This is an optimization exercise on Yosys and OpenROAD, whose aim is small area and a short achievable clock period, not a production implementation.
The RTL was checked by simulation tests, not by an equivalence proof against the original design.
Power and IR drop assume default switching activity.

### constraint.sdc
create_clock -name core_clock -period 6.0 [get_ports {clk}]
set_input_delay 1.2000 -clock core_clock [delete_from_list [all_inputs] [get_ports {clk}]]
set_output_delay 1.2000 -clock core_clock [all_outputs]
set_load 0.01 [all_outputs]
### run.sh
#!/bin/bash
# synth_recipe.tcl (not shown) runs the flow's synth.tcl, then flattens the netlist and writes it again
# the make line also repeats each setting of config.mk as NAME=value (left out here)
make -C /OpenROAD-flow-scripts/flow DESIGN_CONFIG=/design/flow/config.mk WORK_HOME=/design/flow/orfs CLKGATE_MAP_FILE= SYNTH_SCRIPT=/design/flow/synth_recipe.tcl finish
### config.mk
export PLATFORM = sky130hd
export DESIGN_NAME = fp16_mac
export DESIGN_NICKNAME = fp16_mac
export VERILOG_FILES = /design/flow/design.v
export SDC_FILE = /design/flow/constraint.sdc
export NUM_CORES = 4
export LEC_CHECK = 0
export CAP_MARGIN = 20
export CORE_MARGIN = 2
export CORE_UTILIZATION = 40
export CTS_CLUSTER_DIAMETER = 70
export CTS_CLUSTER_SIZE = 40
export SETUP_SLACK_MARGIN = 2.9
export SLEW_MARGIN = 20
### design.v
`timescale 1ns/1ps
module fp16_pipe #(
    parameter int W  = 1,
    parameter bit EN = 1'b1
) (
    input  logic         clk,
    input  logic [W-1:0] d,
    output logic [W-1:0] q
);
    if (EN) begin : g_reg
        always_ff @(posedge clk) q <= d;
    end else begin : g_wire
        assign q = d;
    end
endmodule
module fp16_vpipe #(
    parameter bit EN = 1'b1
) (
    input  logic clk,
    input  logic rst,
    input  logic d,
    output logic q
);
    if (EN) begin : g_reg
        always_ff @(posedge clk)
            if (rst) q <= 1'b0;
            else     q <= d;
    end else begin : g_wire
        assign q = d & ~rst;
    end
endmodule
module fp16_unpack (
    input  logic [15:0] w_i,
    output logic [10:0] sig_o,
    output logic [4:0]  exp_o
);
    logic n;
    always_comb begin
        n     = w_i[14:10] != 5'd0;
        sig_o = {n, w_i[9:0]};
        exp_o = n ? w_i[14:10] : {4'd0, w_i[9:0] != 10'd0};
    end
endmodule
`timescale 1ns/1ps
module fp16_mul_a (
    input  logic [10:0] a_i,
    input  logic [10:0] b_i,
    output logic [57:0] cs_o
);
    logic pp0_0;
    assign pp0_0 = a_i[0] & b_i[0];
    logic pp0_1;
    assign pp0_1 = a_i[0] & b_i[1];
    logic pp0_2;
    assign pp0_2 = a_i[0] & b_i[2];
    logic pp0_3;
    assign pp0_3 = a_i[0] & b_i[3];
    logic pp0_4;
    assign pp0_4 = a_i[0] & b_i[4];
    logic pp0_5;
    assign pp0_5 = a_i[0] & b_i[5];
    logic pp0_6;
    assign pp0_6 = a_i[0] & b_i[6];
    logic pp0_7;
    assign pp0_7 = a_i[0] & b_i[7];
    logic pp0_8;
    assign pp0_8 = a_i[0] & b_i[8];
    logic pp0_9;
    assign pp0_9 = a_i[0] & b_i[9];
    logic pp0_10;
    assign pp0_10 = a_i[0] & b_i[10];
    logic pp1_0;
    assign pp1_0 = a_i[1] & b_i[0];
    logic pp1_1;
    assign pp1_1 = a_i[1] & b_i[1];
    logic pp1_2;
    assign pp1_2 = a_i[1] & b_i[2];
    logic pp1_3;
    assign pp1_3 = a_i[1] & b_i[3];
    logic pp1_4;
    assign pp1_4 = a_i[1] & b_i[4];
    logic pp1_5;
    assign pp1_5 = a_i[1] & b_i[5];
    logic pp1_6;
    assign pp1_6 = a_i[1] & b_i[6];
    logic pp1_7;
    assign pp1_7 = a_i[1] & b_i[7];
    logic pp1_8;
    assign pp1_8 = a_i[1] & b_i[8];
    logic pp1_9;
    assign pp1_9 = a_i[1] & b_i[9];
    logic pp1_10;
    assign pp1_10 = a_i[1] & b_i[10];
    logic pp2_0;
    assign pp2_0 = a_i[2] & b_i[0];
    logic pp2_1;
    assign pp2_1 = a_i[2] & b_i[1];
    logic pp2_2;
    assign pp2_2 = a_i[2] & b_i[2];
    logic pp2_3;
    assign pp2_3 = a_i[2] & b_i[3];
    logic pp2_4;
    assign pp2_4 = a_i[2] & b_i[4];
    logic pp2_5;
    assign pp2_5 = a_i[2] & b_i[5];
    logic pp2_6;
    assign pp2_6 = a_i[2] & b_i[6];
    logic pp2_7;
    assign pp2_7 = a_i[2] & b_i[7];
    logic pp2_8;
    assign pp2_8 = a_i[2] & b_i[8];
    logic pp2_9;
    assign pp2_9 = a_i[2] & b_i[9];
    logic pp2_10;
    assign pp2_10 = a_i[2] & b_i[10];
    logic pp3_0;
    assign pp3_0 = a_i[3] & b_i[0];
    logic pp3_1;
    assign pp3_1 = a_i[3] & b_i[1];
    logic pp3_2;
    assign pp3_2 = a_i[3] & b_i[2];
    logic pp3_3;
    assign pp3_3 = a_i[3] & b_i[3];
    logic pp3_4;
    assign pp3_4 = a_i[3] & b_i[4];
    logic pp3_5;
    assign pp3_5 = a_i[3] & b_i[5];
    logic pp3_6;
    assign pp3_6 = a_i[3] & b_i[6];
    logic pp3_7;
    assign pp3_7 = a_i[3] & b_i[7];
    logic pp3_8;
    assign pp3_8 = a_i[3] & b_i[8];
    logic pp3_9;
    assign pp3_9 = a_i[3] & b_i[9];
    logic pp3_10;
    assign pp3_10 = a_i[3] & b_i[10];
    logic pp4_0;
    assign pp4_0 = a_i[4] & b_i[0];
    logic pp4_1;
    assign pp4_1 = a_i[4] & b_i[1];
    logic pp4_2;
    assign pp4_2 = a_i[4] & b_i[2];
    logic pp4_3;
    assign pp4_3 = a_i[4] & b_i[3];
    logic pp4_4;
    assign pp4_4 = a_i[4] & b_i[4];
    logic pp4_5;
    assign pp4_5 = a_i[4] & b_i[5];
    logic pp4_6;
    assign pp4_6 = a_i[4] & b_i[6];
    logic pp4_7;
    assign pp4_7 = a_i[4] & b_i[7];
    logic pp4_8;
    assign pp4_8 = a_i[4] & b_i[8];
    logic pp4_9;
    assign pp4_9 = a_i[4] & b_i[9];
    logic pp4_10;
    assign pp4_10 = a_i[4] & b_i[10];
    logic pp5_0;
    assign pp5_0 = a_i[5] & b_i[0];
    logic pp5_1;
    assign pp5_1 = a_i[5] & b_i[1];
    logic pp5_2;
    assign pp5_2 = a_i[5] & b_i[2];
    logic pp5_3;
    assign pp5_3 = a_i[5] & b_i[3];
    logic pp5_4;
    assign pp5_4 = a_i[5] & b_i[4];
    logic pp5_5;
    assign pp5_5 = a_i[5] & b_i[5];
    logic pp5_6;
    assign pp5_6 = a_i[5] & b_i[6];
    logic pp5_7;
    assign pp5_7 = a_i[5] & b_i[7];
    logic pp5_8;
    assign pp5_8 = a_i[5] & b_i[8];
    logic pp5_9;
    assign pp5_9 = a_i[5] & b_i[9];
    logic pp5_10;
    assign pp5_10 = a_i[5] & b_i[10];
    logic pp6_0;
    assign pp6_0 = a_i[6] & b_i[0];
    logic pp6_1;
    assign pp6_1 = a_i[6] & b_i[1];
    logic pp6_2;
    assign pp6_2 = a_i[6] & b_i[2];
    logic pp6_3;
    assign pp6_3 = a_i[6] & b_i[3];
    logic pp6_4;
    assign pp6_4 = a_i[6] & b_i[4];
    logic pp6_5;
    assign pp6_5 = a_i[6] & b_i[5];
    logic pp6_6;
    assign pp6_6 = a_i[6] & b_i[6];
    logic pp6_7;
    assign pp6_7 = a_i[6] & b_i[7];
    logic pp6_8;
    assign pp6_8 = a_i[6] & b_i[8];
    logic pp6_9;
    assign pp6_9 = a_i[6] & b_i[9];
    logic pp6_10;
    assign pp6_10 = a_i[6] & b_i[10];
    logic pp7_0;
    assign pp7_0 = a_i[7] & b_i[0];
    logic pp7_1;
    assign pp7_1 = a_i[7] & b_i[1];
    logic pp7_2;
    assign pp7_2 = a_i[7] & b_i[2];
    logic pp7_3;
    assign pp7_3 = a_i[7] & b_i[3];
    logic pp7_4;
    assign pp7_4 = a_i[7] & b_i[4];
    logic pp7_5;
    assign pp7_5 = a_i[7] & b_i[5];
    logic pp7_6;
    assign pp7_6 = a_i[7] & b_i[6];
    logic pp7_7;
    assign pp7_7 = a_i[7] & b_i[7];
    logic pp7_8;
    assign pp7_8 = a_i[7] & b_i[8];
    logic pp7_9;
    assign pp7_9 = a_i[7] & b_i[9];
    logic pp7_10;
    assign pp7_10 = a_i[7] & b_i[10];
    logic pp8_0;
    assign pp8_0 = a_i[8] & b_i[0];
    logic pp8_1;
    assign pp8_1 = a_i[8] & b_i[1];
    logic pp8_2;
    assign pp8_2 = a_i[8] & b_i[2];
    logic pp8_3;
    assign pp8_3 = a_i[8] & b_i[3];
    logic pp8_4;
    assign pp8_4 = a_i[8] & b_i[4];
    logic pp8_5;
    assign pp8_5 = a_i[8] & b_i[5];
    logic pp8_6;
    assign pp8_6 = a_i[8] & b_i[6];
    logic pp8_7;
    assign pp8_7 = a_i[8] & b_i[7];
    logic pp8_8;
    assign pp8_8 = a_i[8] & b_i[8];
    logic pp8_9;
    assign pp8_9 = a_i[8] & b_i[9];
    logic pp8_10;
    assign pp8_10 = a_i[8] & b_i[10];
    logic pp9_0;
    assign pp9_0 = a_i[9] & b_i[0];
    logic pp9_1;
    assign pp9_1 = a_i[9] & b_i[1];
    logic pp9_2;
    assign pp9_2 = a_i[9] & b_i[2];
    logic pp9_3;
    assign pp9_3 = a_i[9] & b_i[3];
    logic pp9_4;
    assign pp9_4 = a_i[9] & b_i[4];
    logic pp9_5;
    assign pp9_5 = a_i[9] & b_i[5];
    logic pp9_6;
    assign pp9_6 = a_i[9] & b_i[6];
    logic pp9_7;
    assign pp9_7 = a_i[9] & b_i[7];
    logic pp9_8;
    assign pp9_8 = a_i[9] & b_i[8];
    logic pp9_9;
    assign pp9_9 = a_i[9] & b_i[9];
    logic pp9_10;
    assign pp9_10 = a_i[9] & b_i[10];
    logic pp10_0;
    assign pp10_0 = a_i[10] & b_i[0];
    logic pp10_1;
    assign pp10_1 = a_i[10] & b_i[1];
    logic pp10_2;
    assign pp10_2 = a_i[10] & b_i[2];
    logic pp10_3;
    assign pp10_3 = a_i[10] & b_i[3];
    logic pp10_4;
    assign pp10_4 = a_i[10] & b_i[4];
    logic pp10_5;
    assign pp10_5 = a_i[10] & b_i[5];
    logic pp10_6;
    assign pp10_6 = a_i[10] & b_i[6];
    logic pp10_7;
    assign pp10_7 = a_i[10] & b_i[7];
    logic pp10_8;
    assign pp10_8 = a_i[10] & b_i[8];
    logic pp10_9;
    assign pp10_9 = a_i[10] & b_i[9];
    logic pp10_10;
    assign pp10_10 = a_i[10] & b_i[10];
    logic w1;
    logic w2;
    logic w3;
    logic w4;
    logic w5;
    logic w6;
    logic w7;
    logic w8;
    logic w9;
    logic w10;
    logic w11;
    logic w12;
    assign w1 = pp0_9 ^ pp1_8;
    assign w2 = pp0_9 & pp1_8;
    assign w3 = pp1_9 ^ pp2_8 ^ pp3_7;
    assign w4 = (pp1_9 & pp2_8) | (pp1_9 & pp3_7) | (pp2_8 & pp3_7);
    assign w5 = pp4_6 ^ pp5_5;
    assign w6 = pp4_6 & pp5_5;
    assign w7 = pp2_9 ^ pp3_8 ^ pp4_7;
    assign w8 = (pp2_9 & pp3_8) | (pp2_9 & pp4_7) | (pp3_8 & pp4_7);
    assign w9 = pp5_6 ^ pp6_5;
    assign w10 = pp5_6 & pp6_5;
    assign w11 = pp3_9 ^ pp4_8 ^ pp5_7;
    assign w12 = (pp3_9 & pp4_8) | (pp3_9 & pp5_7) | (pp4_8 & pp5_7);
    logic w13;
    logic w14;
    logic w15;
    logic w16;
    logic w17;
    logic w18;
    logic w19;
    logic w20;
    logic w21;
    logic w22;
    logic w23;
    logic w24;
    logic w25;
    logic w26;
    logic w27;
    logic w28;
    logic w29;
    logic w30;
    logic w31;
    logic w32;
    logic w33;
    logic w34;
    logic w35;
    logic w36;
    logic w37;
    logic w38;
    logic w39;
    logic w40;
    logic w41;
    logic w42;
    logic w43;
    logic w44;
    logic w45;
    logic w46;
    logic w47;
    logic w48;
    logic w49;
    logic w50;
    logic w51;
    logic w52;
    logic w53;
    logic w54;
    logic w55;
    logic w56;
    logic w57;
    logic w58;
    logic w59;
    logic w60;
    assign w13 = pp0_6 ^ pp1_5;
    assign w14 = pp0_6 & pp1_5;
    assign w15 = pp0_7 ^ pp1_6 ^ pp2_5;
    assign w16 = (pp0_7 & pp1_6) | (pp0_7 & pp2_5) | (pp1_6 & pp2_5);
    assign w17 = pp3_4 ^ pp4_3;
    assign w18 = pp3_4 & pp4_3;
    assign w19 = pp0_8 ^ pp1_7 ^ pp2_6;
    assign w20 = (pp0_8 & pp1_7) | (pp0_8 & pp2_6) | (pp1_7 & pp2_6);
    assign w21 = pp3_5 ^ pp4_4 ^ pp5_3;
    assign w22 = (pp3_5 & pp4_4) | (pp3_5 & pp5_3) | (pp4_4 & pp5_3);
    assign w23 = pp6_2 ^ pp7_1;
    assign w24 = pp6_2 & pp7_1;
    assign w25 = pp2_7 ^ pp3_6 ^ pp4_5;
    assign w26 = (pp2_7 & pp3_6) | (pp2_7 & pp4_5) | (pp3_6 & pp4_5);
    assign w27 = pp5_4 ^ pp6_3 ^ pp7_2;
    assign w28 = (pp5_4 & pp6_3) | (pp5_4 & pp7_2) | (pp6_3 & pp7_2);
    assign w29 = pp8_1 ^ pp9_0 ^ w1;
    assign w30 = (pp8_1 & pp9_0) | (pp8_1 & w1) | (pp9_0 & w1);
    assign w31 = pp6_4 ^ pp7_3 ^ pp8_2;
    assign w32 = (pp6_4 & pp7_3) | (pp6_4 & pp8_2) | (pp7_3 & pp8_2);
    assign w33 = pp9_1 ^ pp0_10 ^ pp10_0;
    assign w34 = (pp9_1 & pp0_10) | (pp9_1 & pp10_0) | (pp0_10 & pp10_0);
    assign w35 = w3 ^ w5 ^ w2;
    assign w36 = (w3 & w5) | (w3 & w2) | (w5 & w2);
    assign w37 = pp7_4 ^ pp8_3 ^ pp9_2;
    assign w38 = (pp7_4 & pp8_3) | (pp7_4 & pp9_2) | (pp8_3 & pp9_2);
    assign w39 = pp1_10 ^ pp10_1 ^ w7;
    assign w40 = (pp1_10 & pp10_1) | (pp1_10 & w7) | (pp10_1 & w7);
    assign w41 = w9 ^ w4 ^ w6;
    assign w42 = (w9 & w4) | (w9 & w6) | (w4 & w6);
    assign w43 = pp6_6 ^ pp7_5 ^ pp8_4;
    assign w44 = (pp6_6 & pp7_5) | (pp6_6 & pp8_4) | (pp7_5 & pp8_4);
    assign w45 = pp9_3 ^ pp2_10 ^ pp10_2;
    assign w46 = (pp9_3 & pp2_10) | (pp9_3 & pp10_2) | (pp2_10 & pp10_2);
    assign w47 = w11 ^ w8 ^ w10;
    assign w48 = (w11 & w8) | (w11 & w10) | (w8 & w10);
    assign w49 = pp4_9 ^ pp5_8 ^ pp6_7;
    assign w50 = (pp4_9 & pp5_8) | (pp4_9 & pp6_7) | (pp5_8 & pp6_7);
    assign w51 = pp7_6 ^ pp8_5 ^ pp9_4;
    assign w52 = (pp7_6 & pp8_5) | (pp7_6 & pp9_4) | (pp8_5 & pp9_4);
    assign w53 = pp3_10 ^ pp10_3 ^ w12;
    assign w54 = (pp3_10 & pp10_3) | (pp3_10 & w12) | (pp10_3 & w12);
    assign w55 = pp5_9 ^ pp6_8 ^ pp7_7;
    assign w56 = (pp5_9 & pp6_8) | (pp5_9 & pp7_7) | (pp6_8 & pp7_7);
    assign w57 = pp8_6 ^ pp9_5 ^ pp4_10;
    assign w58 = (pp8_6 & pp9_5) | (pp8_6 & pp4_10) | (pp9_5 & pp4_10);
    assign w59 = pp6_9 ^ pp7_8 ^ pp8_7;
    assign w60 = (pp6_9 & pp7_8) | (pp6_9 & pp8_7) | (pp7_8 & pp8_7);
    logic w61;
    logic w62;
    logic w63;
    logic w64;
    logic w65;
    logic w66;
    logic w67;
    logic w68;
    logic w69;
    logic w70;
    logic w71;
    logic w72;
    logic w73;
    logic w74;
    logic w75;
    logic w76;
    logic w77;
    logic w78;
    logic w79;
    logic w80;
    logic w81;
    logic w82;
    logic w83;
    logic w84;
    logic w85;
    logic w86;
    logic w87;
    logic w88;
    logic w89;
    logic w90;
    logic w91;
    logic w92;
    logic w93;
    logic w94;
    logic w95;
    logic w96;
    logic w97;
    logic w98;
    logic w99;
    logic w100;
    logic w101;
    logic w102;
    logic w103;
    logic w104;
    logic w105;
    logic w106;
    logic w107;
    logic w108;
    logic w109;
    logic w110;
    logic w111;
    logic w112;
    assign w61 = pp0_4 ^ pp1_3;
    assign w62 = pp0_4 & pp1_3;
    assign w63 = pp0_5 ^ pp1_4 ^ pp2_3;
    assign w64 = (pp0_5 & pp1_4) | (pp0_5 & pp2_3) | (pp1_4 & pp2_3);
    assign w65 = pp3_2 ^ pp4_1;
    assign w66 = pp3_2 & pp4_1;
    assign w67 = pp2_4 ^ pp3_3 ^ pp4_2;
    assign w68 = (pp2_4 & pp3_3) | (pp2_4 & pp4_2) | (pp3_3 & pp4_2);
    assign w69 = pp5_1 ^ pp6_0 ^ w13;
    assign w70 = (pp5_1 & pp6_0) | (pp5_1 & w13) | (pp6_0 & w13);
    assign w71 = pp5_2 ^ pp6_1 ^ pp7_0;
    assign w72 = (pp5_2 & pp6_1) | (pp5_2 & pp7_0) | (pp6_1 & pp7_0);
    assign w73 = w15 ^ w17 ^ w14;
    assign w74 = (w15 & w17) | (w15 & w14) | (w17 & w14);
    assign w75 = pp8_0 ^ w19 ^ w21;
    assign w76 = (pp8_0 & w19) | (pp8_0 & w21) | (w19 & w21);
    assign w77 = w23 ^ w16 ^ w18;
    assign w78 = (w23 & w16) | (w23 & w18) | (w16 & w18);
    assign w79 = w25 ^ w27 ^ w29;
    assign w80 = (w25 & w27) | (w25 & w29) | (w27 & w29);
    assign w81 = w20 ^ w22 ^ w24;
    assign w82 = (w20 & w22) | (w20 & w24) | (w22 & w24);
    assign w83 = w31 ^ w33 ^ w35;
    assign w84 = (w31 & w33) | (w31 & w35) | (w33 & w35);
    assign w85 = w26 ^ w28 ^ w30;
    assign w86 = (w26 & w28) | (w26 & w30) | (w28 & w30);
    assign w87 = w37 ^ w39 ^ w41;
    assign w88 = (w37 & w39) | (w37 & w41) | (w39 & w41);
    assign w89 = w32 ^ w34 ^ w36;
    assign w90 = (w32 & w34) | (w32 & w36) | (w34 & w36);
    assign w91 = w43 ^ w45 ^ w47;
    assign w92 = (w43 & w45) | (w43 & w47) | (w45 & w47);
    assign w93 = w38 ^ w40 ^ w42;
    assign w94 = (w38 & w40) | (w38 & w42) | (w40 & w42);
    assign w95 = w49 ^ w51 ^ w53;
    assign w96 = (w49 & w51) | (w49 & w53) | (w51 & w53);
    assign w97 = w44 ^ w46 ^ w48;
    assign w98 = (w44 & w46) | (w44 & w48) | (w46 & w48);
    assign w99 = pp10_4 ^ w55 ^ w57;
    assign w100 = (pp10_4 & w55) | (pp10_4 & w57) | (w55 & w57);
    assign w101 = w50 ^ w52 ^ w54;
    assign w102 = (w50 & w52) | (w50 & w54) | (w52 & w54);
    assign w103 = pp9_6 ^ pp5_10 ^ pp10_5;
    assign w104 = (pp9_6 & pp5_10) | (pp9_6 & pp10_5) | (pp5_10 & pp10_5);
    assign w105 = w59 ^ w56 ^ w58;
    assign w106 = (w59 & w56) | (w59 & w58) | (w56 & w58);
    assign w107 = pp7_9 ^ pp8_8 ^ pp9_7;
    assign w108 = (pp7_9 & pp8_8) | (pp7_9 & pp9_7) | (pp8_8 & pp9_7);
    assign w109 = pp6_10 ^ pp10_6 ^ w60;
    assign w110 = (pp6_10 & pp10_6) | (pp6_10 & w60) | (pp10_6 & w60);
    assign w111 = pp8_9 ^ pp9_8 ^ pp7_10;
    assign w112 = (pp8_9 & pp9_8) | (pp8_9 & pp7_10) | (pp9_8 & pp7_10);
    logic w113;
    logic w114;
    logic w115;
    logic w116;
    logic w117;
    logic w118;
    logic w119;
    logic w120;
    logic w121;
    logic w122;
    logic w123;
    logic w124;
    logic w125;
    logic w126;
    logic w127;
    logic w128;
    logic w129;
    logic w130;
    logic w131;
    logic w132;
    logic w133;
    logic w134;
    logic w135;
    logic w136;
    logic w137;
    logic w138;
    logic w139;
    logic w140;
    logic w141;
    logic w142;
    logic w143;
    logic w144;
    assign w113 = pp0_3 ^ pp1_2;
    assign w114 = pp0_3 & pp1_2;
    assign w115 = pp2_2 ^ pp3_1 ^ pp4_0;
    assign w116 = (pp2_2 & pp3_1) | (pp2_2 & pp4_0) | (pp3_1 & pp4_0);
    assign w117 = pp5_0 ^ w63 ^ w65;
    assign w118 = (pp5_0 & w63) | (pp5_0 & w65) | (w63 & w65);
    assign w119 = w67 ^ w69 ^ w64;
    assign w120 = (w67 & w69) | (w67 & w64) | (w69 & w64);
    assign w121 = w71 ^ w73 ^ w68;
    assign w122 = (w71 & w73) | (w71 & w68) | (w73 & w68);
    assign w123 = w75 ^ w77 ^ w72;
    assign w124 = (w75 & w77) | (w75 & w72) | (w77 & w72);
    assign w125 = w79 ^ w81 ^ w76;
    assign w126 = (w79 & w81) | (w79 & w76) | (w81 & w76);
    assign w127 = w83 ^ w85 ^ w80;
    assign w128 = (w83 & w85) | (w83 & w80) | (w85 & w80);
    assign w129 = w87 ^ w89 ^ w84;
    assign w130 = (w87 & w89) | (w87 & w84) | (w89 & w84);
    assign w131 = w91 ^ w93 ^ w88;
    assign w132 = (w91 & w93) | (w91 & w88) | (w93 & w88);
    assign w133 = w95 ^ w97 ^ w92;
    assign w134 = (w95 & w97) | (w95 & w92) | (w97 & w92);
    assign w135 = w99 ^ w101 ^ w96;
    assign w136 = (w99 & w101) | (w99 & w96) | (w101 & w96);
    assign w137 = w103 ^ w105 ^ w100;
    assign w138 = (w103 & w105) | (w103 & w100) | (w105 & w100);
    assign w139 = w107 ^ w109 ^ w104;
    assign w140 = (w107 & w109) | (w107 & w104) | (w109 & w104);
    assign w141 = pp10_7 ^ w111 ^ w108;
    assign w142 = (pp10_7 & w111) | (pp10_7 & w108) | (w111 & w108);
    assign w143 = pp9_9 ^ pp8_10 ^ pp10_8;
    assign w144 = (pp9_9 & pp8_10) | (pp9_9 & pp10_8) | (pp8_10 & pp10_8);
    assign cs_o = {pp10_10, w144, pp10_9, pp9_10, w143, w142, w112, w141, w140, w110, w139, w138, w106, w137, w136, w102, w135, w134, w98, w133, w132, w94, w131, w130, w90, w129, w128, w86, w127, w126, w82, w125, w124, w78, w123, w122, w74, w121, w120, w70, w119, w118, w66, w117, w116, w62, w115, w114, w61, w113, pp3_0, pp2_1, pp2_0, pp1_1, pp0_2, pp1_0, pp0_1, pp0_0};
endmodule
module fp16_mul_b (
    input  logic [57:0] cs_i,
    output logic [21:0] row0_o,
    output logic [21:0] row1_o
);
    logic pp0_0;
    assign pp0_0 = cs_i[0];
    logic pp0_1;
    assign pp0_1 = cs_i[1];
    logic pp1_0;
    assign pp1_0 = cs_i[2];
    logic pp0_2;
    assign pp0_2 = cs_i[3];
    logic pp1_1;
    assign pp1_1 = cs_i[4];
    logic pp2_0;
    assign pp2_0 = cs_i[5];
    logic pp2_1;
    assign pp2_1 = cs_i[6];
    logic pp3_0;
    assign pp3_0 = cs_i[7];
    logic w113;
    assign w113 = cs_i[8];
    logic w61;
    assign w61 = cs_i[9];
    logic w114;
    assign w114 = cs_i[10];
    logic w115;
    assign w115 = cs_i[11];
    logic w62;
    assign w62 = cs_i[12];
    logic w116;
    assign w116 = cs_i[13];
    logic w117;
    assign w117 = cs_i[14];
    logic w66;
    assign w66 = cs_i[15];
    logic w118;
    assign w118 = cs_i[16];
    logic w119;
    assign w119 = cs_i[17];
    logic w70;
    assign w70 = cs_i[18];
    logic w120;
    assign w120 = cs_i[19];
    logic w121;
    assign w121 = cs_i[20];
    logic w74;
    assign w74 = cs_i[21];
    logic w122;
    assign w122 = cs_i[22];
    logic w123;
    assign w123 = cs_i[23];
    logic w78;
    assign w78 = cs_i[24];
    logic w124;
    assign w124 = cs_i[25];
    logic w125;
    assign w125 = cs_i[26];
    logic w82;
    assign w82 = cs_i[27];
    logic w126;
    assign w126 = cs_i[28];
    logic w127;
    assign w127 = cs_i[29];
    logic w86;
    assign w86 = cs_i[30];
    logic w128;
    assign w128 = cs_i[31];
    logic w129;
    assign w129 = cs_i[32];
    logic w90;
    assign w90 = cs_i[33];
    logic w130;
    assign w130 = cs_i[34];
    logic w131;
    assign w131 = cs_i[35];
    logic w94;
    assign w94 = cs_i[36];
    logic w132;
    assign w132 = cs_i[37];
    logic w133;
    assign w133 = cs_i[38];
    logic w98;
    assign w98 = cs_i[39];
    logic w134;
    assign w134 = cs_i[40];
    logic w135;
    assign w135 = cs_i[41];
    logic w102;
    assign w102 = cs_i[42];
    logic w136;
    assign w136 = cs_i[43];
    logic w137;
    assign w137 = cs_i[44];
    logic w106;
    assign w106 = cs_i[45];
    logic w138;
    assign w138 = cs_i[46];
    logic w139;
    assign w139 = cs_i[47];
    logic w110;
    assign w110 = cs_i[48];
    logic w140;
    assign w140 = cs_i[49];
    logic w141;
    assign w141 = cs_i[50];
    logic w112;
    assign w112 = cs_i[51];
    logic w142;
    assign w142 = cs_i[52];
    logic w143;
    assign w143 = cs_i[53];
    logic pp9_10;
    assign pp9_10 = cs_i[54];
    logic pp10_9;
    assign pp10_9 = cs_i[55];
    logic w144;
    assign w144 = cs_i[56];
    logic pp10_10;
    assign pp10_10 = cs_i[57];
    logic w145;
    logic w146;
    logic w147;
    logic w148;
    logic w149;
    logic w150;
    logic w151;
    logic w152;
    logic w153;
    logic w154;
    logic w155;
    logic w156;
    logic w157;
    logic w158;
    logic w159;
    logic w160;
    logic w161;
    logic w162;
    logic w163;
    logic w164;
    logic w165;
    logic w166;
    logic w167;
    logic w168;
    logic w169;
    logic w170;
    logic w171;
    logic w172;
    logic w173;
    logic w174;
    logic w175;
    logic w176;
    logic w177;
    logic w178;
    logic w179;
    logic w180;
    assign w145 = pp0_2 ^ pp1_1;
    assign w146 = pp0_2 & pp1_1;
    assign w147 = pp2_1 ^ pp3_0 ^ w113;
    assign w148 = (pp2_1 & pp3_0) | (pp2_1 & w113) | (pp3_0 & w113);
    assign w149 = w61 ^ w115 ^ w114;
    assign w150 = (w61 & w115) | (w61 & w114) | (w115 & w114);
    assign w151 = w62 ^ w117 ^ w116;
    assign w152 = (w62 & w117) | (w62 & w116) | (w117 & w116);
    assign w153 = w66 ^ w119 ^ w118;
    assign w154 = (w66 & w119) | (w66 & w118) | (w119 & w118);
    assign w155 = w70 ^ w121 ^ w120;
    assign w156 = (w70 & w121) | (w70 & w120) | (w121 & w120);
    assign w157 = w74 ^ w123 ^ w122;
    assign w158 = (w74 & w123) | (w74 & w122) | (w123 & w122);
    assign w159 = w78 ^ w125 ^ w124;
    assign w160 = (w78 & w125) | (w78 & w124) | (w125 & w124);
    assign w161 = w82 ^ w127 ^ w126;
    assign w162 = (w82 & w127) | (w82 & w126) | (w127 & w126);
    assign w163 = w86 ^ w129 ^ w128;
    assign w164 = (w86 & w129) | (w86 & w128) | (w129 & w128);
    assign w165 = w90 ^ w131 ^ w130;
    assign w166 = (w90 & w131) | (w90 & w130) | (w131 & w130);
    assign w167 = w94 ^ w133 ^ w132;
    assign w168 = (w94 & w133) | (w94 & w132) | (w133 & w132);
    assign w169 = w98 ^ w135 ^ w134;
    assign w170 = (w98 & w135) | (w98 & w134) | (w135 & w134);
    assign w171 = w102 ^ w137 ^ w136;
    assign w172 = (w102 & w137) | (w102 & w136) | (w137 & w136);
    assign w173 = w106 ^ w139 ^ w138;
    assign w174 = (w106 & w139) | (w106 & w138) | (w139 & w138);
    assign w175 = w110 ^ w141 ^ w140;
    assign w176 = (w110 & w141) | (w110 & w140) | (w141 & w140);
    assign w177 = w112 ^ w143 ^ w142;
    assign w178 = (w112 & w143) | (w112 & w142) | (w143 & w142);
    assign w179 = pp9_10 ^ pp10_9 ^ w144;
    assign w180 = (pp9_10 & pp10_9) | (pp9_10 & w144) | (pp10_9 & w144);
    assign row0_o = {1'b0, pp10_10, w179, w177, w175, w173, w171, w169, w167, w165, w163, w161, w159, w157, w155, w153, w151, w149, w147, pp2_0, pp0_1, pp0_0};
    assign row1_o = {1'b0, w180, w178, w176, w174, w172, w170, w168, w166, w164, w162, w160, w158, w156, w154, w152, w150, w148, w146, w145, pp1_0, 1'b0};
endmodule
module fp16_mul_cpa (
    input  logic [21:0] row0_i,
    input  logic [21:0] row1_i,
    output logic [21:0] prod_o
);
    assign prod_o = row0_i + row1_i;
endmodule
`timescale 1ns/1ps
module fp16_expo1 (
    input  logic [4:0]  k_exp_i,
    input  logic [4:0]  x_exp_i,
    input  logic [15:0] b_i,
    output logic [10:0] b_sig_o,
    output logic [4:0]  b_exp_o,
    output logic [5:0]  es_o         
);
    logic b_n;
    always_comb begin
        b_n     = b_i[14:10] != 5'd0;
        b_exp_o = b_n ? b_i[14:10] : 5'd1;
        b_sig_o = {b_n, b_i[9:0]};
        es_o    = {1'b0, k_exp_i} + {1'b0, x_exp_i};
    end
endmodule
module fp16_expo2 (
    input  logic [4:0] b_exp_i,
    input  logic [5:0] es_i,
    input  logic       p_sign_i,
    input  logic       b_sign_i,
    output logic       p_wins_o,
    output logic [4:0] shift_o,      
    output logic       drop_o,       
    output logic       edge_o,       
    output logic [5:0] exp_o,        
    output logic       sign_o,
    output logic       sub_o
);
    logic [5:0] t, pe;
    logic [6:0] d, nd;      
    always_comb begin
        t        = {1'b0, b_exp_i} + 6'd15;
        d        = {1'b0, es_i} - {1'b0, t};
        nd       = {1'b0, t} - {1'b0, es_i};
        pe       = es_i - 6'd15;           
        p_wins_o = nd[6];
        if (p_wins_o) begin
            shift_o = d[4:0];
            drop_o  = d[5:0] > 6'd21;
            edge_o  = d[5:0] == 6'd21;    
            exp_o   = pe;
            sign_o  = p_sign_i;
        end else begin
            shift_o = nd[4:0];
            drop_o  = nd[5:0] > 6'd22;
            edge_o  = nd[5:0] == 6'd22;   
            exp_o   = {1'b0, b_exp_i};
            sign_o  = b_sign_i;
        end
        sub_o = p_sign_i ^ b_sign_i;
    end
endmodule
module fp16_align (
    input  logic [21:0] prod_i,
    input  logic [10:0] b_sig_i,
    input  logic        p_wins_i,
    input  logic [4:0]  shift_i,
    input  logic        drop_i,
    input  logic        edge_i,
    input  logic        sub_i,
    output logic [21:0] hi_o,
    output logic [32:0] lo_o
);
    logic        p_top, drop;
    logic [21:0] p, bb, lo_in;
    logic [32:0] lo;
    always_comb begin
        p_top = prod_i[21];
        p     = {prod_i[21:1], prod_i[0] & ~p_top};
        bb    = {1'b0, b_sig_i, 10'd0};
        drop  = drop_i | (edge_i & (p_top ~^ p_wins_i));
        hi_o  = p_wins_i ? p : bb;
        lo_in = p_wins_i ? bb : p;
        lo    = drop ? 33'd0 : {lo_in, 11'd0} >> shift_i;
        lo_o  = sub_i ? ~lo : lo;
    end
endmodule
module fp16_add (
    input  logic [21:0] hi_i,
    input  logic [32:0] lo_i,
    input  logic        sub_i,
    output logic [33:0] mag_o,
    output logic        neg_o
);
    logic [34:0] t0, t1;
    always_comb begin
        t0    = {1'b0, hi_i, 11'd0} + {1'b0, sub_i, lo_i};
        t1    = {1'b0, hi_i, 11'd0} + {1'b0, sub_i, lo_i} + 35'd1;
        neg_o = sub_i & ~t0[34];
        if (!sub_i)
            mag_o = t0[33:0];
        else if (t0[34])
            mag_o = t1[33:0];
        else
            mag_o = ~t0[33:0];
    end
endmodule
`timescale 1ns/1ps
module fp16_lzc (
    input  logic [33:0] v_i,
    output logic [5:0]  n_o
);
    logic [63:0] z [7];
    logic [5:0]  c [7][64];
    always_comb begin
        for (int i = 0; i < 64; i++) begin
            z[0][i] = (i < 34) ? ~v_i[33 - i] : 1'b1;
            c[0][i] = '0;
        end
        for (int l = 1; l <= 6; l++) begin
            for (int i = 0; i < 64; i++) begin
                z[l][i] = 1'b0;
                c[l][i] = '0;
            end
            for (int i = 0; i < (64 >> l); i++) begin
                z[l][i] = z[l-1][2*i] & z[l-1][2*i+1];
                if (z[l-1][2*i])
                    c[l][i] = c[l-1][2*i+1] | 6'(1 << (l - 1));
                else
                    c[l][i] = c[l-1][2*i];
            end
        end
        n_o = c[6][0];
    end
endmodule
module fp16_mark (
    input  logic [5:0] exp_i,
    output logic [3:0] hi_o,
    output logic [7:0] lo_o
);
    logic [5:0] j;
    always_comb begin
        j    = 6'd32 - exp_i;
        hi_o = (exp_i <= 6'd32) ? 4'(4'd1 << j[4:3]) : 4'd0;
        lo_o = 8'(8'd1 << j[2:0]);
    end
endmodule
module fp16_normalize (
    input  logic [33:0] mag_i,
    input  logic [3:0]  mark_hi_i,
    input  logic [7:0]  mark_lo_i,
    output logic [14:0] top_o,      
    output logic [5:0]  shift_o     
);
    logic [33:0] m, n;
    fp16_lzc lzc_i (.v_i(m), .n_o(shift_o));
    always_comb begin
        for (int i = 0; i < 34; i++)
            m[i] = mag_i[i] | (i < 32 && mark_hi_i[i / 8] && mark_lo_i[i % 8]);
        n     = mag_i << {shift_o[5:2], 2'b00};
        top_o = n[33:19];
    end
endmodule
module fp16_fine (
    input  logic [14:0] top_i,
    input  logic [1:0]  shift_i,
    output logic [10:0] sig_o,
    output logic        rnd_o
);
    logic [14:0] n;
    always_comb begin
        n     = top_i << shift_i;
        sig_o = n[14:4];
        rnd_o = n[3];
    end
endmodule
module fp16_round (
    input  logic        sign_i,
    input  logic [10:0] sig_i,
    input  logic        rnd_i,
    input  logic [5:0]  e2_i,
    input  logic [5:0]  shift_i,
    output logic [15:0] result_o
);
    logic        inc;
    logic [5:0]  e0, e1, e;
    logic [9:0]  frac;
    logic        sat, zero;
    always_comb begin
        inc  = rnd_i & (&sig_i[9:0]);           
        e0   = e2_i - shift_i;
        e1   = e2_i - shift_i + 6'd1;
        e    = sig_i[10] ? (inc ? e1 : e0) : {5'd0, inc};
        frac = sig_i[9:0] + 10'(rnd_i);
        sat  = e > 6'd30;
        zero = ~sig_i[10] & (sig_i[9:0] == 10'd0) & ~rnd_i;
        if (sat)
            result_o = {sign_i, 15'h7BFF};
        else if (zero)
            result_o = 16'd0;
        else
            result_o = {sign_i, e[4:0], frac};
    end
endmodule
`timescale 1ns/1ps
module fp16_mac (
    input  logic                        clk,
    input  logic                        rst,
    input  logic                        in_valid_i,
    input  logic [2-1:0]           tag_i,
    input  logic [16-1:0]          k_i,
    input  logic [16-1:0]          x_i,
    input  logic [16-1:0]          b_i,
    output logic                        out_valid_o,
    output logic [2-1:0]           tag_o,
    output logic [16-1:0]          result_o
);
    localparam int CSW = 58;       
    logic [10:0] u_k_sig, u_x_sig;
    logic [4:0]  u_k_exp, u_x_exp;
    logic [CSW-1:0] m_cs, c1_cs;
    logic [10:0] e_b_sig, c1_b_sig;
    logic [4:0]  e_b_exp, c1_b_exp;
    logic [5:0]  e_es, c1_es;
    logic        c1_p_sign, c1_b_sign;
    logic [1:0]  c1_tag;
    logic        c1_valid;
    fp16_unpack unpack_k (.w_i(k_i), .sig_o(u_k_sig), .exp_o(u_k_exp));
    fp16_unpack unpack_x (.w_i(x_i), .sig_o(u_x_sig), .exp_o(u_x_exp));
    fp16_mul_a mul_a_i (.a_i(u_k_sig), .b_i(u_x_sig), .cs_o(m_cs));
    fp16_expo1 expo1_i (
        .k_exp_i(u_k_exp), .x_exp_i(u_x_exp), .b_i(b_i),
        .b_sig_o(e_b_sig), .b_exp_o(e_b_exp), .es_o(e_es)
    );
    fp16_vpipe #(1'b1) c1_v (.clk, .rst, .d(in_valid_i), .q(c1_valid));
    fp16_pipe #(CSW + 26, 1'b1) c1 (.clk,
        .d({m_cs, e_b_sig, e_b_exp, e_es, k_i[15] ^ x_i[15], b_i[15], tag_i}),
        .q({c1_cs, c1_b_sig, c1_b_exp, c1_es, c1_p_sign, c1_b_sign, c1_tag}));
    logic [21:0] m_row0, m_row1, m_prod, c2_prod;
    logic        x_p_wins, x_drop, x_edge, x_sign, x_sub;
    logic [4:0]  x_shift;
    logic [5:0]  x_exp;
    logic [10:0] c2_b_sig;
    logic        c2_p_wins, c2_drop, c2_edge, c2_sign, c2_sub;
    logic [4:0]  c2_shift;
    logic [5:0]  c2_exp;
    logic [1:0]  c2_tag;
    logic        c2_valid;
    fp16_mul_b mul_b_i (.cs_i(c1_cs), .row0_o(m_row0), .row1_o(m_row1));
    fp16_mul_cpa mul_cpa_i (.row0_i(m_row0), .row1_i(m_row1), .prod_o(m_prod));
    fp16_expo2 expo2_i (
        .b_exp_i(c1_b_exp), .es_i(c1_es), .p_sign_i(c1_p_sign), .b_sign_i(c1_b_sign),
        .p_wins_o(x_p_wins), .shift_o(x_shift), .drop_o(x_drop), .edge_o(x_edge),
        .exp_o(x_exp), .sign_o(x_sign), .sub_o(x_sub)
    );
    fp16_vpipe #(1'b1) c2_v (.clk, .rst, .d(c1_valid), .q(c2_valid));
    fp16_pipe #(51, 1'b1) c2 (.clk,
        .d({m_prod, c1_b_sig, x_p_wins, x_shift, x_drop, x_edge, x_exp, x_sign, x_sub, c1_tag}),
        .q({c2_prod, c2_b_sig, c2_p_wins, c2_shift, c2_drop, c2_edge, c2_exp, c2_sign, c2_sub, c2_tag}));
    logic [21:0] a_hi, c3_hi;
    logic [32:0] a_lo, c3_lo;
    logic [5:0]  c3_exp;
    logic        c3_sign, c3_sub;
    logic [1:0]  c3_tag;
    logic        c3_valid;
    fp16_align align_i (
        .prod_i(c2_prod), .b_sig_i(c2_b_sig), .p_wins_i(c2_p_wins), .shift_i(c2_shift),
        .drop_i(c2_drop), .edge_i(c2_edge), .sub_i(c2_sub), .hi_o(a_hi), .lo_o(a_lo)
    );
    fp16_vpipe #(1'b1) c3_v (.clk, .rst, .d(c2_valid), .q(c3_valid));
    fp16_pipe #(65, 1'b1) c3 (.clk,
        .d({a_hi, a_lo, c2_exp, c2_sign, c2_sub, c2_tag}),
        .q({c3_hi, c3_lo, c3_exp, c3_sign, c3_sub, c3_tag}));
    logic [33:0] d_mag, c4_mag;
    logic        d_neg;
    logic [5:0]  c4_e2;
    logic [3:0]  k_mark_hi, c4_mark_hi;
    logic [7:0]  k_mark_lo, c4_mark_lo;
    logic        c4_sign;
    logic [1:0]  c4_tag;
    logic        c4_valid;
    fp16_add add_i (.hi_i(c3_hi), .lo_i(c3_lo), .sub_i(c3_sub), .mag_o(d_mag), .neg_o(d_neg));
    fp16_vpipe #(1'b1) c4_v (.clk, .rst, .d(c3_valid), .q(c4_valid));
    fp16_mark mark_i (.exp_i(c3_exp), .hi_o(k_mark_hi), .lo_o(k_mark_lo));
    fp16_pipe #(55, 1'b1) c4 (.clk,
        .d({d_mag, c3_exp + 6'd2, k_mark_hi, k_mark_lo, c3_sign ^ d_neg, c3_tag}),
        .q({c4_mag, c4_e2, c4_mark_hi, c4_mark_lo, c4_sign, c4_tag}));
    logic [14:0] n_top, c5_top;
    logic        c5_sign;
    logic [5:0]  n_shift, c5_shift, c5_e2;
    logic [1:0]  c5_tag;
    logic        c5_valid;
    fp16_normalize normalize_i (.mag_i(c4_mag), .mark_hi_i(c4_mark_hi), .mark_lo_i(c4_mark_lo), .top_o(n_top), .shift_o(n_shift));
    fp16_vpipe #(1'b1) c5_v (.clk, .rst, .d(c4_valid), .q(c5_valid));
    fp16_pipe #(30, 1'b1) c5 (.clk,
        .d({n_top, n_shift, c4_e2, c4_sign, c4_tag}),
        .q({c5_top, c5_shift, c5_e2, c5_sign, c5_tag}));
    logic [15:0] r_result;
    logic [10:0] f_sig;
    logic        f_rnd;
    fp16_fine fine_i (.top_i(c5_top), .shift_i(c5_shift[1:0]), .sig_o(f_sig), .rnd_o(f_rnd));
    fp16_round round_i (.sign_i(c5_sign), .sig_i(f_sig), .rnd_i(f_rnd), .e2_i(c5_e2), .shift_i(c5_shift), .result_o(r_result));
    always_ff @(posedge clk) begin
        if (rst) begin
            out_valid_o <= 1'b0;
            tag_o       <= '0;
            result_o    <= '0;
        end else begin
            out_valid_o <= c5_valid;
            if (c5_valid) begin
                tag_o    <= c5_tag;
                result_o <= r_result;
            end
        end
    end
endmodule
==> reports/metrics.yaml, run 1 <==
synth_nets: 2022
yosysWarnings: 21
power.combinational.fraction_pct: 53.0
switching_share_pct: 44.0
core_um2: 42100
regToRegEndpoint: "result_o[9]"
cts_buffers: 20
cts-root-buf: "clkbuf_16"
grt_pass1_vias: 12700
yosysTopAreaCellShare_pct: 36.1
wl_per_cell_um: 17.3
outcome: "finished clean"
cts_buffer_depth: 3
critPathRequiredTime_ps: 6510
htreeDepth: 1
gp_congestion: 0.908
power.density_nw_per_um2: 545
avgSynthCellArea_um2: 9.51
crit_path_end_kind: "flip-flop"
peakVddDrop_uv: 229
design_area_um2: 19700
internal_power_w: 0.00601
cts_tree: "yes"
arrival_ps: 3580
drt_drc_violations_left: 0
port_buffers: 71
synth_mux_area_share_pct: 6.49
cts.clk_slew.worst_paths_ps: 100
fin_util_pct: 46.7
rrSetupSlack_ps: 3010
synthSimpleGateAreaFrac_pct: 15.6
synth_area_um2: 17100
viasPerCell: 5.31
relSlewSlack_pct: 37.6
grt_antenna_before_repair: 1
netlist_instances: 1801
cts.sinks: 309
finalHoldViolCount: 0
rsz0062_at_grt: "yes"
grt_use_total_pct: 18.6
nets: 2071
ys_top_cells_by_area: "dfxtp_1, fa_1, ha_1"
power.share.clock_pct: 14.5
start_util_pct: 40.6
grt_pass1_wl_um: 66700
cts_hold_buf: 0
start_kind: "input port"
totalPowerFinal_w: 0.0107
synthAdderAreaFrac_pct: 16.0
drv_slew: 0
async_flop_share_pct: 0
period_minus_slack_ps: 3080
synth_compound_area_share_pct: 13.7
synth_top_area_cell: "dfxtp_1"
regToRegStartpoint: "c5.q[9]"
routed_wl_um: 41500
drt_iter0_markers: 846
finalClockSkew_ps: 43.3
overflow: 0
drtAntennaViolNets: 0
layout_worst_path_cycle_share_pct: 51.3
synth-seq-area-share_pct: 36.1
hp-class: "reg2reg"
crit_fanout: 6
cap_viol_max_count: 0
endpoint: "c1.q[67]"
tightest_slew_ps: 935
p_sw_w: 0.00471
dieArea_um2: 44500
ys_types: 82
grt_start_max_net_pins: 40
fillers: 4002
crit_start: "x_i[13]"
area.growth.synth_to_final_pct: 14.9
fmax_mhz: 325
io_pins: 72
dp_hpwl_um: 32400
rr_worst_depth: 11
num_vias: 12800
first_pass_iters: 6
post_dp_cell_area_um2: 18300
fin_tns_setup_ps: 0
dieHeight_um: 211
holdWs_ps: 330
setup_viol: 0
p_leak_nw: 8.28
num_rows: 75
path_class: "in2reg"
p_seq_share_pct: 32.5
synthXorXnorAreaFrac_pct: 7.42
drive_gt1_share_pct: 12.5
ys.flop_type: "dfxtp_1"
insertion_delay_ps: 560
ys_ff_latch: 309
synth_top_family_by_area: "adder cells"
synth_edf_count: 0
die_w_um: 211
-- worst min path at each step --
stage / slack [ps] / end / depth (start not counted) / from
floorplan: 310 / c2.q[0] / 0 / c1.q[0]
CTS: 330 / c3.q[6] / 0 / c2.q[6]
finish: 330 / c3.q[6] / 0 / c2.q[6]
global placement: 310 / c5.q[7] / 0 / c4.q[19]
detailed placement: 310 / c2.q[24] / 0 / c1.q[21]
global route: 330 / c3.q[7] / 0 / c2.q[7]
-- cells by family after synthesis --
logic type	Yosys count
mux	77
simple gates	538
xor+xnor	145
flops	309
fa+ha+maj	168
compound gates	357
buf+inv	207
-- sequential cells by signal (all words and copies together) (netlist names) --
register and flops:
c2_v.q 1, tag_o 2, c4.q 55, c3_v.q 1, c3.q 65, c5.q 30, c1_v.q 1, c2.q 51
c4_v.q 1, out_valid_o 1, c5_v.q 1, c1.q 84, result_o 16
-- cells in the final DEF, fill, tap and decap left out, types with 22 or more instances in the layout --
cell | Yosys | routed
a21o_1 | 26 | 25
clkdlybuf4s50_1 | 0 | 41
fa_1 | 86 | 77
xor2_1 | 57 | 54
mux2_2 | 22 | 22
dfxtp_1 | 309 | 303
nand3_1 | 34 | 31
xnor2_1 | 88 | 84
o21ai_0 | 95 | 84
ha_1 | 82 | 81
inv_1 | 119 | 116
nor2_1 | 116 | 114
buf_4 | 0 | 39
and2_1 | 91 | 78
mux2i_1 | 33 | 31
a21oi_1 | 85 | 79
nand2_1 | 175 | 172
-- power by group through the flow --
stage | Clock, W | Combinational [W] | Sequential (W)
after floorplan | 0 | 0.00414 | 0.00311
after global placement | 0 | 0.00510 | 0.00350
after detailed placement | 0 | 0.00515 | 0.00351
after CTS | 0.00161 | 0.00537 | 0.00347
after global routing | 0.00169 | 0.00629 | 0.00357
final | 0.00156 | 0.00568 | 0.00349
-- synth_stat cells, types with 3 or more instances --
library cell and instances:
o21a_1 8, a31oi_1 10, o22ai_1 11, nand2b_1 8, mux4_1 10, o21bai_1 6, and4_1 3, nand2_1 175
o31a_1 3, or2_2 3, dfxtp_1 309, a221oi_1 8, xnor2_1 88, o311ai_0 3, xor2_1 57, a311oi_1 6
inv_1 119, nor3_1 24, mux2_2 22, mux4_2 12, clkbuf_1 74, and3_1 17, o31ai_1 7, a21oi_1 85
nor2_1 116, a211o_1 3, a2111oi_0 5, a211oi_1 22, mux2i_1 33, o21ai_0 95, and2_1 91, or3_1 5
o211ai_1 12, buf_1 8, nor2b_1 15, ha_1 82, nor4_1 13, a21o_1 26, fa_1 86, nand3_1 34
nand4_1 16, a221o_1 18
-- layer usage --
layer | part of all wire, % | up-vias | wire length (um) | global-route usage, %
met5 | 0 | - | 0 | 0
met4 | 2.6 | 0 | 1080 | 5.59
met3 | 3.6 | 70 | 1500 | 2.13
met2 | 49 | 264 | 20300 | 32.4
met1 | 45 | 6158 | 18700 | 24.3
li1 | - | 6268 | - | -
-- through the flow --
step | std cells | setup slack (ps)
final | 2404 | 2920
after detailed placement | 2332 | 1730
after CTS | 2384 | 2900
after global routing | 2403 | 2860
after floorplan | 1801 | 2440
after global placement | 2332 | 1740
-- layout make-up --
cell class | instances | area [um2] | area share, %
flip-flops and latches | 309 | 6200 | 31.5
repair buffers | 110 | 967 | 4.92
clock inverters | 16 | 272 | 1.38
well taps | 539 | 674 | 3.43
multi-input cells | 1286 | 10600 | 53.8
clock buffers | 20 | 500 | 2.54
diodes | 1 | 2.50 | 0.0127
inverters | 122 | 468 | 2.38
repair inverters | 1 | 5.00 | 0.0254
-- worst max-delay path: stages --
cell and delay [ps]:
dlygate4sd2_1 270, nor3_4 220, nand2_4 110, and2_4 160, fa_1 480, inv_1 50
fa_1 480, inv_1 60, fa_2 550
-- timing repair --
action / in CTS / in global routing
pin swaps: 17 / 24
endpoints found under the setup margin: 104 / 58
endpoints found under the hold margin: 0 / 0
cloned: 0 / 2
buffers inserted: 16 / 17
resized for setup: 127 / 66
==> run 2: changes to the inputs <==
--- a/config.mk
+++ b/config.mk
@@ -10,5 +10,5 @@
 export CORE_UTILIZATION = 40
 export CTS_CLUSTER_DIAMETER = 70
 export CTS_CLUSTER_SIZE = 40
-export SETUP_SLACK_MARGIN = 2.9
+export SETUP_SLACK_MARGIN = 3.0
 export SLEW_MARGIN = 20
==> run 2 against run 1 <==
  * Final cell count is 0.75% higher
  * Still clean
  * Sequential power hardly changed
  * Worst setup slack got worse by 23 ps
  * Core utilization grew 0.82 points
  * Die area stayed put
  * Sequential cell count is the same
  * Synthesized cell count unchanged
  * Register-to-register slack improved by 70 ps
  * Critical path depth down 1
  * Area after synthesis stayed put
  * Largest cell class unchanged
  * Critical endpoint is now c1.q[58]
  * Worst hold slack worse by 7.7 ps
  * Combinational power rose by 4.0%
==> reports/metrics.yaml, run 2 <==
drive_gt1_share_pct: 15.1  # +2.6 points
cts.sinks: 309  # unchanged
cts.clk_slew.worst_paths_ps: 110  # about the same
crit_chain: "buf_8 > and2_4 > fa_1 > inv_1 > fa_2 > inv_2 > fa_2 > fa_1"
regMostFlops: "c1.q"
grt_pass1_wl_um: 67600  # +1.3%
synth_nets: 2022  # unchanged
grt_start_max_net_pins: 40  # unchanged
tightest_slew_ps: 924  # -11.8 ps
preCtsSetupSlack_ps: 1700  # -22.6 ps
rsz0062_at_grt: "yes"
ys_ff_latch: 309  # unchanged
area.growth.synth_to_final_pct: 16.9
outcome: "finished clean"
regArea_um2: 6200  # about the same
cts_tree: "yes"
path_class: "in2reg"
nets: 2088  # +0.82%
dp_hpwl_um: 32400  # about the same
overflow: 0  # unchanged
synth_area_um2: 17100  # unchanged
cap_viol_max_count: 0  # unchanged
cts_buffers: 22  # +10%
core_um2: 42100  # unchanged
setup_viol: 0  # unchanged
yosysTopAreaCellShare_pct: 36.1  # unchanged
wl_per_cell_um: 17.4  # +0.78%
p_leak_nw: 8.40  # +1.5%
finalClockSkew_ps: 34.5  # -8.76 ps
layout_worst_path_cycle_share_pct: 51.7  # +0.38 points
insertion_delay_ps: 560  # about the same
place_inst: 2333  # +0.043%
period_minus_slack_ps: 3100  # +22.7 ps
yosysMostFrequentCell: "dfxtp_1"
crit_fanout: 12  # +6
regToRegStartpoint: "c3.q[21]"
async_flop_share_pct: 0  # unchanged
synth_common_cells: "dfxtp_1, nand2_1, inv_1"
cts_hold_buf: 0  # unchanged
routed_wl_um: 42200  # +1.5%
fin_tns_setup_ps: 0  # unchanged
io_pins: 72  # unchanged
crit_path_end_kind: "flip-flop"
layout_common_cells: "dfxtp_1, nand2_1, inv_1, nor2_1, xnor2_1"
viasPerCell: 5.33  # +0.40%
num_vias: 12900  # +1.2%
fin_util_pct: 47.5  # +0.82 points
drv_slew: 0  # unchanged
dieHeight_um: 211  # unchanged
drt_iter0_markers: 804  # -5.0%
port_buffers: 71  # unchanged
holdWs_ps: 322  # -7.68 ps
yosysWarnings: 21  # unchanged
relSlewSlack_pct: 38.4  # +0.79 points
dieArea_um2: 44500  # unchanged
synth_top_area_cell: "dfxtp_1"
ys_top_cells_by_area: "dfxtp_1, fa_1, ha_1"
grt_antenna_before_repair: 0  # -1
cts_buffer_depth: 3  # unchanged
first_pass_iters: 6  # unchanged
power.density_nw_per_um2: 552  # +1.4%
fin_ws_ps: 2900  # -22.7 ps
fmax_mhz: 323  # -0.73%
hp-class: "reg2reg"
ys_types: 82  # unchanged
final_cells: 2422  # +0.75%
peakVddDrop_uv: 226  # -1.5%
drtAntennaViolNets: 0  # unchanged
netlist_instances: 1801  # unchanged
mostFrequentLayoutCell: "dfxtp_1"
critPathRequiredTime_ps: 6440  # -70 ps
start_kind: "input port"
grt_use_total_pct: 18.8  # +0.20 points
crit_path_max_incr_delay_ps: 530  # -20 ps
finalHoldViolCount: 0  # unchanged
grt_pass1_vias: 12800  # +1.1%
synth-seq-area-share_pct: 36.1  # unchanged
fillers: 3960  # -1.0%
synth_edf_count: 0  # unchanged
crit_start: "k_i[2]"
slowest_stage: "fa_1"
arrival_ps: 3540  # -40 ps
start_util_pct: 40.6  # unchanged
hold_start: "c2.q[6]"
htreeDepth: 1  # unchanged
avgSynthCellArea_um2: 9.51  # unchanged
ys.flop_type: "dfxtp_1"
largest_reg_flops: 84  # unchanged
num_rows: 75  # unchanged
biggestRegsByFlops: "c1.q: 84 flops, c3.q: 65 flops, c4.q: 55 flops"
diodes: 0  # -1
gp_congestion: 0.917  # +0.99%
die_w_um: 211  # unchanged
drt_drc_violations_left: 0  # unchanged
multi_input_area_um2: 10700  # +1.2%
cts-root-buf: "clkbuf_16"
==> run 2: layout make-up <==
type	count	share of cell area, %
multi-input cells	1286	53.5
flip-flops and latches	309	31.0
repair buffers	125	5.58
well taps	539	3.37
clock buffers	26	3.03
inverters	122	2.35
clock inverters	14	1.18
repair inverters	1	0.0250
==> run 2: power by group <==
| part | total, W | switching, W | internal (W) |
|---|---|---|---|
| registers | 0.00347 | 0.000706 | 0.00276 |
| logic | 0.00591 | 0.00327 | 0.00264 |
| clock network | 0.00168 | 0.000841 | 0.000838 |
==> run 2: worst paths after layout <==
| check | endpoint | slack, ps | cells past startpoint |
|---|---|---|---|
| setup / recovery | c1.q[58] | 2900 | 8 |
| hold reg to reg | c3.q[6] | 320 | 0 |
| setup reg to reg | c4.q[52] | 3080 | 11 |
| hold / removal | c3.q[6] | 320 | 0 |
==> run 2: critical path: cells and delay by family <==
family                     cells  cell delay (ps)
buffers and inverters          3              220
adders and majority gates      4             1980
and+or+nand+nor                1              140
==> run 2: repair_timing <==
action,in CTS,in global routing
endpoints found under the setup margin,110,68
setup buffers,21,25
pin swaps,26,42
endpoints found under the hold margin,0,0
gates cloned,2,1
resized for setup,169,87
==> run 2: cells by family after synthesis <==
group,after synthesis,synth area share (%)
AOI/OAI and AO/OA,357,13.7
and+or+nand+nor,538,15.6
buffers and inverters,207,4.63
adders and majority gates,168,16.0
muxes,77,6.49
xor gates and xnor gates,145,7.42
DFF,309,36.1
==> run 2: per-layer routing <==
metal / part of all wire, % / track usage, % / up-vias
met1: 44 / 24.1 / 6207
met5: 0 / 0 / -
met3: 3.8 / 2.01 / 73
li1: - / - / 6310
met2: 49 / 33.5 / 317
met4: 2.7 / 5.25 / 0
==> run 2: metrics by stage <==
| step | area, um2 | power [W] |
|---|---|---|
| CTS | 19600 | 0.0107 |
| floorplan | 17300 | 0.00725 |
| finish | 20000 | 0.0111 |
| detailed placement | 18300 | 0.00866 |
| global route | 20000 | 0.0119 |
| global placement | 18300 | 0.00860 |
==> run 3: changes to the inputs <==
--- a/config.mk
+++ b/config.mk
@@ -10,5 +10,5 @@
 export CORE_UTILIZATION = 40
 export CTS_CLUSTER_DIAMETER = 70
 export CTS_CLUSTER_SIZE = 40
-export SETUP_SLACK_MARGIN = 3.0
+export SETUP_SLACK_MARGIN = 2.8
 export SLEW_MARGIN = 20
==> run 3 against run 2 <==
  * Worst setup slack lost 38 ps
  * Critical path type unchanged
  * Worst hold slack lost 4.8 ps
  * Sequential share of layout area grew 0.76 points
  * Largest power group unchanged
  * Critical path depth is the same
  * Clock-buffer cell count shrank 6
  * Power shrank 4.6%
  * Still clean
  * Final cell count shrank 0.99%
  * Die area is the same
  * Via count shrank 1.5%
==> reports/metrics.yaml, run 3 <==
fin_tns_setup_ps: 0  # unchanged
outcome: "finished clean"
regToRegEndpoint: "c4.q[50]"
avgSynthCellArea_um2: 9.51  # unchanged
drv_slew: 0  # unchanged
power.density_nw_per_um2: 540  # -2.3%
cts_tree: "yes"
routed_wl_um: 41400  # -1.8%
fillers: 3980  # +0.51%
async_flop_share_pct: 0  # unchanged
grt_antenna_before_repair: 1  # +1
yosysMostFrequentCell: "dfxtp_1"
totalPowerFinal_w: 0.0105  # -4.6%
internal_power_w: 0.00591  # -5.3%
synth_area_um2: 17100  # unchanged
setup_viol: 0  # unchanged
drive_gt1_share_pct: 11.4  # -3.8 points
first_pass_iters: 6  # unchanged
switching_share_pct: 44.0  # +0.44 points
biggestRegsByFlops: "c1.q: 84 flops, c3.q: 65 flops, c4.q: 55 flops"
cts_buffers: 20  # -9.1%
p_seq_share_pct: 32.8  # +1.4 points
cts_hold_buf: 0  # unchanged
port_buffers: 71  # unchanged
period_minus_slack_ps: 3140  # +37.7 ps
start_util_pct: 40.6  # unchanged
rsz0062_at_grt: "yes"
layout_common_cells: "dfxtp_1, nand2_1, inv_1"
synth_edf_count: 0  # unchanged
power.share.clock_pct: 14.4  # -0.8 points
dieHeight_um: 211  # unchanged
area.growth.synth_to_final_pct: 14.1
place_inst: 2334  # +0.043%
wl_per_cell_um: 17.3  # -0.83%
synth_top_area_cell: "dfxtp_1"
cts.sinks: 309  # unchanged
ys_ff_latch: 309  # unchanged
grt_pass1_wl_um: 66400  # -1.7%
hold_start: "c4.q[16]"
layout_worst_path_cycle_share_pct: 52.3  # +0.63 points
crit_fanout: 12  # unchanged
synth_common_cells: "dfxtp_1, nand2_1, inv_1"
holdPathStages: 0  # unchanged
tightest_slew_ps: 930  # +5.96 ps
path_class: "in2reg"
insertion_delay_ps: 560  # about the same
io_pins: 72  # unchanged
finalHoldViolCount: 0  # unchanged
ys_types: 82  # unchanged
grt_use_total_pct: 18.5  # -0.29 points
post_dp_cell_area_um2: 18300  # about the same
rr_worst_depth: 13  # +2
num_rows: 75  # unchanged
critPathRequiredTime_ps: 6440  # about the same
cts-root-buf: "clkbuf_16"
synth-seq-area-share_pct: 36.1  # unchanged
yosysWarnings: 21  # unchanged
min_to: "c5.q[4]"
netlist_instances: 1801  # unchanged
regToRegStartpoint: "c3.q[21]"
design_area_um2: 19500  # -2.4%
arrival_ps: 3580  # +40 ps
hp-class: "reg2reg"
cap_viol_max_count: 0  # unchanged
mostFrequentLayoutCell: "dfxtp_1"
fmax_mhz: 319  # -1.2%
drtAntennaViolNets: 0  # unchanged
overflow: 0  # unchanged
ys_top_cells_by_area: "dfxtp_1, fa_1, ha_1"
regArea_um2: 6200  # unchanged
nets: 2066  # -1.1%
regMostFlops: "c1.q"
rrSetupSlack_ps: 2970  # -110 ps
drt_iter0_markers: 754  # -6.2%
num_vias: 12700  # -1.5%
cts_buffer_depth: 3  # unchanged
ys.flop_type: "dfxtp_1"
drt_drc_violations_left: 0  # unchanged
peakVddDrop_uv: 266  # +18%
viasPerCell: 5.30  # -0.56%
crit_path_end_kind: "flip-flop"
finalClockSkew_ps: 47.0  # +12.5 ps
cts.clk_slew.worst_paths_ps: 100  # about the same
relSlewSlack_pct: 38.0  # -0.40 points
core_um2: 42100  # unchanged
start_kind: "input port"
largest_reg_flops: 84  # unchanged
htreeDepth: 1  # unchanged
dieArea_um2: 44500  # unchanged
p_leak_nw: 8.28  # -1.5%
die_w_um: 211  # unchanged
gp_congestion: 0.925  # +0.87%
synth_nets: 2022  # unchanged
grt_pass1_vias: 12700  # -1.2%
dp_hpwl_um: 32300  # -0.40%
p_sw_w: 0.00464  # -3.6%
yosysTopAreaCellShare_pct: 36.1  # unchanged
power.combinational.fraction_pct: 52.8  # -0.7 points
multi_input_area_um2: 10500  # -1.7%
diodes: 0  # unchanged
final_cells: 2398  # -0.99%
grt_start_max_net_pins: 40  # unchanged
==> run 3: cell types whose count changed in the layout (fill, tap and decap cells not counted), sizes merged, moves of 4 or more <==
| cell | delta |
|---|---|
| dlymetal6s2s | +9 |
| clkinv | +4 |
| buf | -23 |
| clkdlybuf4s15 | -6 |
| dlygate4sd2 | +5 |
| clkbuf | -12 |
==> run 3: repair_timing <==
action | CTS | global route
endpoints found under the setup margin | 85 | 66
gates resized for setup | 84 | 62
gates cloned | 0 | 2
pin swaps | 9 | 25
buffers inserted | 8 | 18
==> run 3: area by class of cell <==
class	instances	share of cell area (%)
multi-input cells	1286	53.9
flip-flops and latches	309	31.7
repair buffers	105	4.72
well taps	539	3.45
clock buffers	20	2.56
inverters	122	2.38
clock inverters	16	1.27
repair inverters	1	0.0256
==> run 3: per-stage QoR <==
stage               hold slack, ps  util, %  setup WS [ps]
floorplan                      310        -           2440
global placement               311     43.5           1750
detailed placement             312     43.5           1720
CTS                            327     45.6           2800
global route                   339     46.4           2770
finish                         317     46.4           2860
==> run 3: how the worst max path moves through the flow <==
stage,from,slack (ps),cells after the start,to
6_report,k_i[4],2860,8,c1.q[58]
5_1_grt,c3.q[21],2770,12,c4.q[52]
4_1_cts,c4.q[14],2800,10,c5.q[29]
3_5_place_dp,k_i[4],1720,8,c1.q[61]
3_3_place_gp,k_i[4],1750,8,c1.q[58]
2_1_floorplan,x_i[7],2440,8,c1.q[58]
==> run 3: logic make-up (layout without fill, tap and decap cells) <==
family                     count (synthesis)  count (layout)  synth area share (%)
DFF                                      309             309                  36.1
muxes                                     77              77                  6.49
buffers and inverters                    207             264                  4.63
and+or+nand+nor                          538             538                  15.6
xor gates and xnor gates                 145             145                  7.42
adders and majority gates                168             168                  16.0
AOI/OAI and AO/OA                        357             358                  13.7
==> run 3: critical path: stages <==
cell,delay (ps)
buf_2,180
and2_4,180
fa_1,540
inv_1,50
fa_1,470
inv_1,50
fa_1,500
fa_1,410
==> run 3: metal layers <==
layer	global-route usage [%]	vias to the layer above	part of all wire (%)
li1	-	6262	-
met4	5.20	2	2.4
met2	32.2	256	49
met3	2.45	63	3.7
met1	24.2	6124	45
met5	0	-	0.031
==> run 3: power by group through the flow <==
stage | registers, W | clock network [W] | logic [W]
2_1_floorplan | 0.00311 | 0 | 0.00414
3_3_place_gp | 0.00347 | 0 | 0.00511
3_5_place_dp | 0.00348 | 0 | 0.00516
4_1_cts | 0.00344 | 0.00158 | 0.00534
5_1_grt | 0.00355 | 0.00165 | 0.00619
6_report | 0.00346 | 0.00152 | 0.00557

## re-timing with driven ports
Ports are ideal in the flow. The routed layouts listed here were re-timed in OpenROAD. Step 1: set_driving_cell puts a clkbuf_16 on clk and a buf_2 on each other input, an assumption about the parent block. Step 2 moves the port delays by t, midway between the first and last clock arrival at a register: inputs arrive t later, outputs are due t later. That takes back most of the time a late clock gives input paths. a / b / c = ideal ports / drivers / drivers and shift; a / b = the first two.
run | t, ns | setup slack, ns | worst setup path after step 2
run 1 | 0.591 | 2.923 / 2.947 / 2.357 | input to register
run 2 | 0.591 | 2.900 / 2.910 / 2.320 | input to register
run 3 | 0.583 | 2.862 / 2.891 / 2.308 | input to register
After both steps every run listed still meets setup and hold. The setup slack of run 2, which loses most, moves by +0.010 ns with the drivers and by -0.580 ns with both steps.
